Context: an optimization exercise on an open-source flow, tuned for a short achievable clock period and few clock cycles. The choices shown serve that exercise and are no tape-out recipe. Power is estimated from default activity; no workload was simulated.

==> job 195: inputs <==
==> flow/design.v (excerpt) <==
module mips_core (
    input  logic            clk,
    input  logic            rst,
    output mips_pkg::word_t iport_addr_o,
    input  mips_pkg::word_t iport_data_i,
    output mips_pkg::word_t dport_addr_o,
    output mips_pkg::word_t dport_wdata_o,
    output logic            dport_we_o,
    output logic            dport_re_o,
    input  mips_pkg::word_t dport_rdata_i
);
    typedef logic [31:0] word_t;
    typedef logic [4:0]  ra_t;
    function automatic word_t add32(word_t x, word_t y);
        word_t p, g, pp;
        p  = x ^ y;
        g  = x;
        g[0] = x[0] & y[0];
        pp = p;
        for (int l = 1; l < 32; l = l * 2) begin
            for (int i = 31; i >= l; i--) begin
                g[i]  = pp[i] ? g[i - l] : g[i];
                pp[i] = pp[i] & pp[i - l];
            end
        end
        add32 = p ^ {g[30:0], 1'b0};
    endfunction
    word_t pc;
    word_t id_instr;
    word_t id_pc4;
    word_t id_ra, id_rb;             
    logic  id_a_ex, id_a_ld, id_a_res, id_a_wb, id_a_rf;
    logic  id_b_ex, id_b_ld, id_b_res, id_b_wb, id_b_rf;
    word_t ex_a, ex_b, ex_t;         
    logic  ex_a_res, ex_b_pos, ex_b_neg, ex_t_res;
    logic  ex_sub, ex_add, ex_and, ex_or, ex_xor, ex_slt;
    logic  ex_br, ex_bne;
    logic  ex_ld, ex_st, ex_we;
    ra_t   ex_wa;
    word_t mem_res;
    word_t mem_addr;                 
    word_t mem_wdata;
    logic  mem_ld, mem_st, mem_we;
    logic  mem_ldv;                  
    ra_t   mem_wa;
    word_t wb_data;
    logic  wb_we;
    ra_t   wb_wa;
    word_t regs [1:31];
    logic [5:0]  op, fn;
    ra_t         rd, rt;
    logic [15:0] imm;
    logic        d_r, d_addu, d_subu, d_and, d_or, d_xor, d_slt;
    logic        d_addiu, d_ori, d_lw, d_sw, d_beq, d_bne, d_br;
    logic        d_we, d_use_rs, d_use_rt;
    ra_t         d_wa;
    assign op  = id_instr[31:26];
    assign rt  = id_instr[20:16];
    assign rd  = id_instr[15:11];
    assign fn  = id_instr[5:0];
    assign imm = id_instr[15:0];
    assign d_addu  = op == 6'h00 && fn == 6'h21;
    assign d_subu  = op == 6'h00 && fn == 6'h23;
    assign d_and   = op == 6'h00 && fn == 6'h24;
    assign d_or    = op == 6'h00 && fn == 6'h25;
    assign d_xor   = op == 6'h00 && fn == 6'h26;
    assign d_slt   = op == 6'h00 && fn == 6'h2a;
  ...
clock: 6.5 ns
lec_check: 0
abc_clock_period_in_ps: 2500
cap_margin: 20
core_margin: 2
core_utilization: 40
setup_slack_margin: 3.8
slew_margin: 20
synth_hierarchical: 1
synth_minimum_keep_size: 0
run.sh (not shown) runs the stock make flow with config.mk's settings and CLKGATE_MAP_FILE= SYNTH_SCRIPT=/design/flow/synth_recipe.tcl, a recipe that flattens the netlist after the stock synthesis.
==> inputs of job 9747, as changes to job 195 <==
--- a/flow/design.v
+++ b/flow/design.v
@@ -57,137 +57,16 @@
             mips_pkg::FWD_MEM: val = mem_val;
             mips_pkg::FWD_WB:  val = wb_val;
             default: val = reg_val;
         endcase
         fwd_select = val;
     endfunction
 endpackage
 `timescale 1ns/1ns
-module ks_nand (input logic a, b, output logic y);
-    assign y = ~(a & b);
-endmodule
-module ks_nor (input logic a, b, output logic y);
-    assign y = ~(a | b);
-endmodule
-module ks_xor (input logic a, b, output logic y);
-    assign y = a ^ b;
-endmodule
-module ks_inv (input logic a, output logic y);
-    assign y = ~a;
-endmodule
-module ks_cell_t (input logic gh, ph, gl, pl, output logic gn, pn);
-    assign gn = ~(gh | (ph & gl));
-    assign pn = ~(ph & pl);
-endmodule
-module ks_cell_n (input logic gnh, pnh, gnl, pnl, output logic g, p);
-    assign g = ~(gnh & (pnh | gnl));
-    assign p = ~(pnh | pnl);
-endmodule
-module ks_add32 (
-    input  logic [31:0] x,
-    input  logic [31:0] y,
-    output logic [31:0] s
-);
-    logic [31:0] p;
-    logic [31:0] g [6];
-    logic [31:0] t [6];
-    for (genvar i = 0; i < 32; i++) begin : g_leaf
-        ks_xor  u_p (.a(x[i]), .b(y[i]), .y(p[i]));
-        ks_nand u_g (.a(x[i]), .b(y[i]), .y(g[0][i]));
-        ks_nor  u_t (.a(x[i]), .b(y[i]), .y(t[0][i]));
-    end
-    for (genvar l = 1; l <= 5; l++) begin : g_lvl
-        localparam int D = 1 << (l - 1);
-        for (genvar i = 0; i < 32; i++) begin : g_bit
-            if (i < D) begin : g_pass
-                ks_inv u_g (.a(g[l-1][i]), .y(g[l][i]));
-                ks_inv u_t (.a(t[l-1][i]), .y(t[l][i]));
-            end else if (l % 2 == 1) begin : g_n
-                ks_cell_n u_c (.gnh(g[l-1][i]), .pnh(t[l-1][i]), .gnl(g[l-1][i-D]),
-                               .pnl(t[l-1][i-D]), .g(g[l][i]), .p(t[l][i]));
-            end else begin : g_t
-                ks_cell_t u_c (.gh(g[l-1][i]), .ph(t[l-1][i]), .gl(g[l-1][i-D]),
-                               .pl(t[l-1][i-D]), .gn(g[l][i]), .pn(t[l][i]));
-            end
-        end
-    end
-    assign s[0] = p[0];
-    for (genvar i = 1; i < 32; i++) begin : g_sum
-        ks_xor u_s (.a(p[i]), .b(g[5][i-1]), .y(s[i]));
-    end
-endmodule
-module ks_eq32 (
-    input  logic [31:0] x,
-    input  logic [31:0] y,
-    output logic        eq
-);
-    logic [31:0] d;
-    logic [15:0] e1;     
-    logic [7:0]  n2;     
-    logic [3:0]  e3;
-    logic [1:0]  n4;
-    for (genvar i = 0; i < 32; i++) begin : g_d
-        ks_xor u_d (.a(x[i]), .b(y[i]), .y(d[i]));
-    end
-    for (genvar i = 0; i < 16; i++) begin : g_1
-        ks_nor u_e (.a(d[2*i]), .b(d[2*i+1]), .y(e1[i]));
-    end
-    for (genvar i = 0; i < 8; i++) begin : g_2
-        ks_nand u_n (.a(e1[2*i]), .b(e1[2*i+1]), .y(n2[i]));
-    end
-    for (genvar i = 0; i < 4; i++) begin : g_3
-        ks_nor u_e (.a(n2[2*i]), .b(n2[2*i+1]), .y(e3[i]));
-    end
-    for (genvar i = 0; i < 2; i++) begin : g_4
-        ks_nand u_n (.a(e3[2*i]), .b(e3[2*i+1]), .y(n4[i]));
-    end
-    ks_nor u_eq (.a(n4[0]), .b(n4[1]), .y(eq));
-endmodule
-module ks_majn (input logic a, b, c, output logic y);
-    assign y = ~((a & b) | (c & (a | b)));
-endmodule
-module ks_add32c (
-    input  logic [31:0] x,
-    input  logic [31:0] y,
-    input  logic        ci,
-    output logic [31:0] s
-);
-    logic [31:0] p;
-    logic [31:0] g [6];
-    logic [31:0] t [6];
-    ks_xor  u_p0 (.a(x[0]), .b(y[0]), .y(p[0]));
-    ks_majn u_g0 (.a(x[0]), .b(y[0]), .c(ci), .y(g[0][0]));
-    assign t[0][0] = 1'b1;
-    for (genvar i = 1; i < 32; i++) begin : g_leaf
-        ks_xor  u_p (.a(x[i]), .b(y[i]), .y(p[i]));
-        ks_nand u_g (.a(x[i]), .b(y[i]), .y(g[0][i]));
-        ks_nor  u_t (.a(x[i]), .b(y[i]), .y(t[0][i]));
-    end
-    for (genvar l = 1; l <= 5; l++) begin : g_lvl
-        localparam int D = 1 << (l - 1);
-        for (genvar i = 0; i < 32; i++) begin : g_bit
-            if (i < D) begin : g_pass
-                ks_inv u_g (.a(g[l-1][i]), .y(g[l][i]));
-                ks_inv u_t (.a(t[l-1][i]), .y(t[l][i]));
-            end else if (l % 2 == 1) begin : g_n
-                ks_cell_n u_c (.gnh(g[l-1][i]), .pnh(t[l-1][i]), .gnl(g[l-1][i-D]),
-                               .pnl(t[l-1][i-D]), .g(g[l][i]), .p(t[l][i]));
-            end else begin : g_t
-                ks_cell_t u_c (.gh(g[l-1][i]), .ph(t[l-1][i]), .gl(g[l-1][i-D]),
-                               .pl(t[l-1][i-D]), .gn(g[l][i]), .pn(t[l][i]));
-            end
-        end
-    end
-    ks_xor u_s0 (.a(p[0]), .b(ci), .y(s[0]));
-    for (genvar i = 1; i < 32; i++) begin : g_sum
-        ks_xor u_s (.a(p[i]), .b(g[5][i-1]), .y(s[i]));
-    end
-endmodule
-`timescale 1ns/1ns
 module mips_core (
     input  logic            clk,
     input  logic            rst,
     output mips_pkg::word_t iport_addr_o,
     input  mips_pkg::word_t iport_data_i,
     output mips_pkg::word_t dport_addr_o,
     output mips_pkg::word_t dport_wdata_o,
     output logic            dport_we_o,
@@ -212,17 +91,17 @@
     endfunction
     word_t pc;
     word_t id_instr;
     word_t id_pc4;
     word_t id_ra, id_rb;             
     logic  id_a_ex, id_a_ld, id_a_res, id_a_wb, id_a_rf;
     logic  id_b_ex, id_b_ld, id_b_res, id_b_wb, id_b_rf;
     word_t ex_a, ex_b, ex_t;         
-    logic  ex_a_res, ex_b_pos, ex_b_neg, ex_t_res;
+    logic  ex_a_res, ex_b_res, ex_t_res;
     logic  ex_sub, ex_add, ex_and, ex_or, ex_xor, ex_slt;
     logic  ex_br, ex_bne;
     logic  ex_ld, ex_st, ex_we;
     ra_t   ex_wa;
     word_t mem_res;
     word_t mem_addr;                 
     word_t mem_wdata;
     logic  mem_ld, mem_st, mem_we;
@@ -287,60 +166,40 @@
                  | ({32{id_b_wb}}  & wb_data)
                  | ({32{id_b_rf}}  & id_rb);
     word_t imm_ext;
     logic  d_use_imm;
     assign imm_ext   = d_ori ? {16'h0, imm} : {{16{imm[15]}}, imm};
     assign d_use_imm = d_addiu | d_ori | d_lw | d_sw;
     word_t id_target;
     logic  id_late, id_redirect;
-    ks_add32 u_target_add (.x(id_pc4), .y({{14{imm[15]}}, imm, 2'b00}), .s(id_target));
+    assign id_target   = add32(id_pc4, {{14{imm[15]}}, imm, 2'b00});
     assign id_late     = id_a_ex || id_b_ex || id_a_ld || id_b_ld;
-    logic  eq_rf_rf, eq_rf_res, eq_rf_wb, eq_res_rf, eq_wb_rf, eq_res_wb, id_eq;
-    ks_eq32 u_eq_rf_rf  (.x(id_ra),   .y(id_rb),   .eq(eq_rf_rf));
-    ks_eq32 u_eq_rf_res (.x(id_ra),   .y(mem_res), .eq(eq_rf_res));
-    ks_eq32 u_eq_rf_wb  (.x(id_ra),   .y(wb_data), .eq(eq_rf_wb));
-    ks_eq32 u_eq_res_rf (.x(mem_res), .y(id_rb),   .eq(eq_res_rf));
-    ks_eq32 u_eq_wb_rf  (.x(wb_data), .y(id_rb),   .eq(eq_wb_rf));
-    ks_eq32 u_eq_res_wb (.x(mem_res), .y(wb_data), .eq(eq_res_wb));
-    assign id_eq = (id_a_rf  && id_b_rf  && eq_rf_rf)
-                || (id_a_rf  && id_b_res && eq_rf_res)
-                || (id_a_rf  && id_b_wb  && eq_rf_wb)
-                || (id_a_res && id_b_rf  && eq_res_rf)
-                || (id_a_wb  && id_b_rf  && eq_wb_rf)
-                || (((id_a_res && id_b_wb) || (id_a_wb && id_b_res)) && eq_res_wb)
-                || (id_a_res && id_b_res)
-                || (id_a_wb  && id_b_wb);
-    assign id_redirect = d_br && (id_late || (id_eq != d_bne));
+    word_t cmp_a, cmp_b;
+    assign cmp_a = ({32{id_a_res}} & mem_res) | ({32{id_a_wb}} & wb_data) | ({32{id_a_rf}} & id_ra);
+    assign cmp_b = ({32{id_b_res}} & mem_res) | ({32{id_b_wb}} & wb_data) | ({32{id_b_rf}} & id_rb);
+    assign id_redirect = d_br && (id_late || ((cmp_a == cmp_b) != d_bne));
     word_t a, b, t;
     word_t sum;
     word_t alu;
     logic  slt;
     logic  ex_taken, mispredict;
-    assign a = ({32{ex_a_res}} & mem_res) | ex_a;
-    assign b = ({32{ex_b_pos}} & mem_res) | ({32{ex_b_neg}} & ~mem_res) | ex_b;
+    assign a = ({32{ex_a_res}} & (mem_res ^ {32{ex_sub}})) | ex_a;
+    assign b = ({32{ex_b_res}} & mem_res) | ex_b;
     assign t = ({32{ex_t_res}} & mem_res) | ex_t;
-    ks_add32c u_alu_add (.x(a), .y(b), .ci(ex_sub), .s(sum));
-    assign slt = (a[31] == b[31]) ? a[31] : sum[31];
+    assign sum = add32(a, b) ^ {32{ex_sub}};
+    assign slt = (a[31] == b[31]) ? ~b[31] : sum[31];
     word_t logic_res;
     always_comb begin
         for (int i = 0; i < 32; i++) begin
             logic_res[i] = (a[i] ^ b[i]) ? (ex_or | ex_xor) : (a[i] & (ex_and | ex_or));
         end
     end
     assign alu = ({32{ex_add}} & sum) | logic_res | {31'd0, ex_slt & slt};
-    logic  eq_at, eq_mt, eq_am, ex_eq;
-    ks_eq32 u_eq_at (.x(ex_a),    .y(ex_t),    .eq(eq_at));
-    ks_eq32 u_eq_mt (.x(mem_res), .y(ex_t),    .eq(eq_mt));
-    ks_eq32 u_eq_am (.x(ex_a),    .y(mem_res), .eq(eq_am));
-    assign ex_eq = (!ex_a_res && !ex_t_res && eq_at)
-                || ( ex_a_res && !ex_t_res && eq_mt)
-                || (!ex_a_res &&  ex_t_res && eq_am)
-                || ( ex_a_res &&  ex_t_res);
-    assign ex_taken   = ex_eq != ex_bne;
+    assign ex_taken   = (a == t) != ex_bne;
     assign mispredict = ex_br && !ex_taken;
     word_t pc4;
     assign pc4          = add32(pc, 32'd4);
     assign iport_addr_o = pc;
     always_ff @(posedge clk) begin
         if (rst) begin
             pc <= 32'h0000_0000;
         end else if (mispredict) begin
@@ -380,22 +239,21 @@
             id_b_ex  <= 1'b0;
             id_b_ld  <= id_b_ex;
             id_b_res <= 1'b0;
             id_b_wb  <= id_b_ld || id_b_res;
             id_b_rf  <= id_b_wb || id_b_rf;
         end
     end
     always_ff @(posedge clk) begin
-        ex_a      <= id_a_ex ? 32'd0 : val_a;
-        ex_b      <= d_use_imm ? imm_ext : (id_b_ex ? 32'd0 : ((d_subu | d_slt) ? ~val_b : val_b));
+        ex_a      <= id_a_ex ? 32'd0 : ((d_subu | d_slt) ? ~val_a : val_a);
+        ex_b      <= d_use_imm ? imm_ext : (id_b_ex ? 32'd0 : val_b);
         ex_t      <= id_b_ex ? 32'd0 : val_b;
         ex_a_res  <= id_a_ex;
-        ex_b_pos  <= id_b_ex && !d_use_imm && !(d_subu | d_slt);
-        ex_b_neg  <= id_b_ex && !d_use_imm && (d_subu | d_slt);
+        ex_b_res  <= id_b_ex && !d_use_imm;
         ex_t_res  <= id_b_ex;
         ex_wa     <= d_wa;
         ex_bne    <= d_bne;
         ex_sub    <= d_subu | d_slt;
         ex_add    <= d_addu | d_subu | d_addiu | d_lw | d_sw;
         ex_and    <= d_and;
         ex_or     <= d_or | d_ori;
         ex_xor    <= d_xor;
--- a/flow/config.mk
+++ b/flow/config.mk
@@ -6,10 +6,8 @@
 export NUM_CORES = 4
 export LEC_CHECK = 0
 export ABC_CLOCK_PERIOD_IN_PS = 2500
 export CAP_MARGIN = 20
 export CORE_MARGIN = 2
 export CORE_UTILIZATION = 40
 export SETUP_SLACK_MARGIN = 3.8
 export SLEW_MARGIN = 20
-export SYNTH_HIERARCHICAL = 1
-export SYNTH_MINIMUM_KEEP_SIZE = 0
==> notes.md <==
Outcome: job 9747 timing/DRC/antenna clean; job 195 timing/DRC/antenna clean
Combined area of all synthesized cells: job 9747 0.0702 mm^2; job 195 0.0716 mm^2
CP Launch Point: job 9747 ex_sub; job 195 id_ra[14]
Number of buffers inserted to repair setup after CTS: job 9747 191; job 195 138
Number of global-route vias before repair: job 9747 49.4k; job 195 48.3k
Placed wire-length estimate: job 9747 143,000 um; job 195 137,000 um
Mean routed wirelength per cell: job 9747 31.5 um; job 195 31.2 um
Core area: job 9747 0.174 mm^2; job 195 0.178 mm^2
Cell with the largest stage delay on the worst path: job 9747 or4b_4; job 195 a222oi_1
Depth of the critical timing path with buffers and inverters included: job 9747 12; job 195 16
Maximum VDD drop: job 9747 0.000192 V; job 195 0.000220 V
Initial antenna violation count: job 9747 11; job 195 9
Non-clk buf share: job 9747 0.0790; job 195 0.0691
Largest incremental delay on the critical path: job 9747 0.55 ns; job 195 0.79 ns
Global routing usage on met3: job 9747 0.0437; job 195 0.0604
Area of the die: job 9747 0.179 mm^2; job 195 0.182 mm^2
Capture point of the worst reg-to-reg path: job 9747 pc[28]; job 195 pc[21]
FF+latch count: job 9747 1,415; job 195 1,416
Clock-cell share: job 9747 0.0610; job 195 0.0614
Post-route met1 wirelength: job 9747 95,800 um; job 195 96,200 um
Worst-case setup slack after placement: job 9747 1.69 ns; job 195 1.89 ns
Multi-Input Combinational: job 9747 3,311; job 195 3,352
Height of the die: job 9747 423 um; job 195 427 um
Antenna diodes: job 9747 3; job 195 0
Cell-internal power: job 9747 0.0168 W; job 195 0.0172 W
Shortest period the worst path allows: job 9747 3.89 ns; job 195 3.58 ns
Function was not checked in any run of this note: the RTL went through the layout flow alone.

[afterwards: timing with drivers on the ports]
In the flow no input, the clock included, has a driving cell. The finished layouts below were timed again as built, in two steps.
Step 1 (the two cells are an assumption about what drives the block):
set clk [get_ports {clk}]
set_driving_cell -lib_cell sky130_fd_sc_hd__clkbuf_16 $clk
set_driving_cell -lib_cell sky130_fd_sc_hd__buf_2 [delete_from_list [all_inputs] $clk]
Step 2 also shifts input and output timing later by t, the mid clock arrival at the registers, as if the neighbouring blocks saw the same clock.
Three values: no drivers, after step 1, after step 2; two values: the first two.
run | t, ns | setup slack, ns | slew at the worst register clock pin (ns) | pins driven straight from the clock port
job 195 | 0.901 | 2.915 / 2.915 / 2.683 | 0.07 / 0.07 | 1
job 9747 | 0.893 | 2.606 / 2.606 / 2.606 | 0.07 / 0.07 | 1
After both steps every run listed still meets setup and hold. For job 195, which loses most, drivers alone change the setup slack by 0.000 ns; drivers and shift together by -0.232 ns.
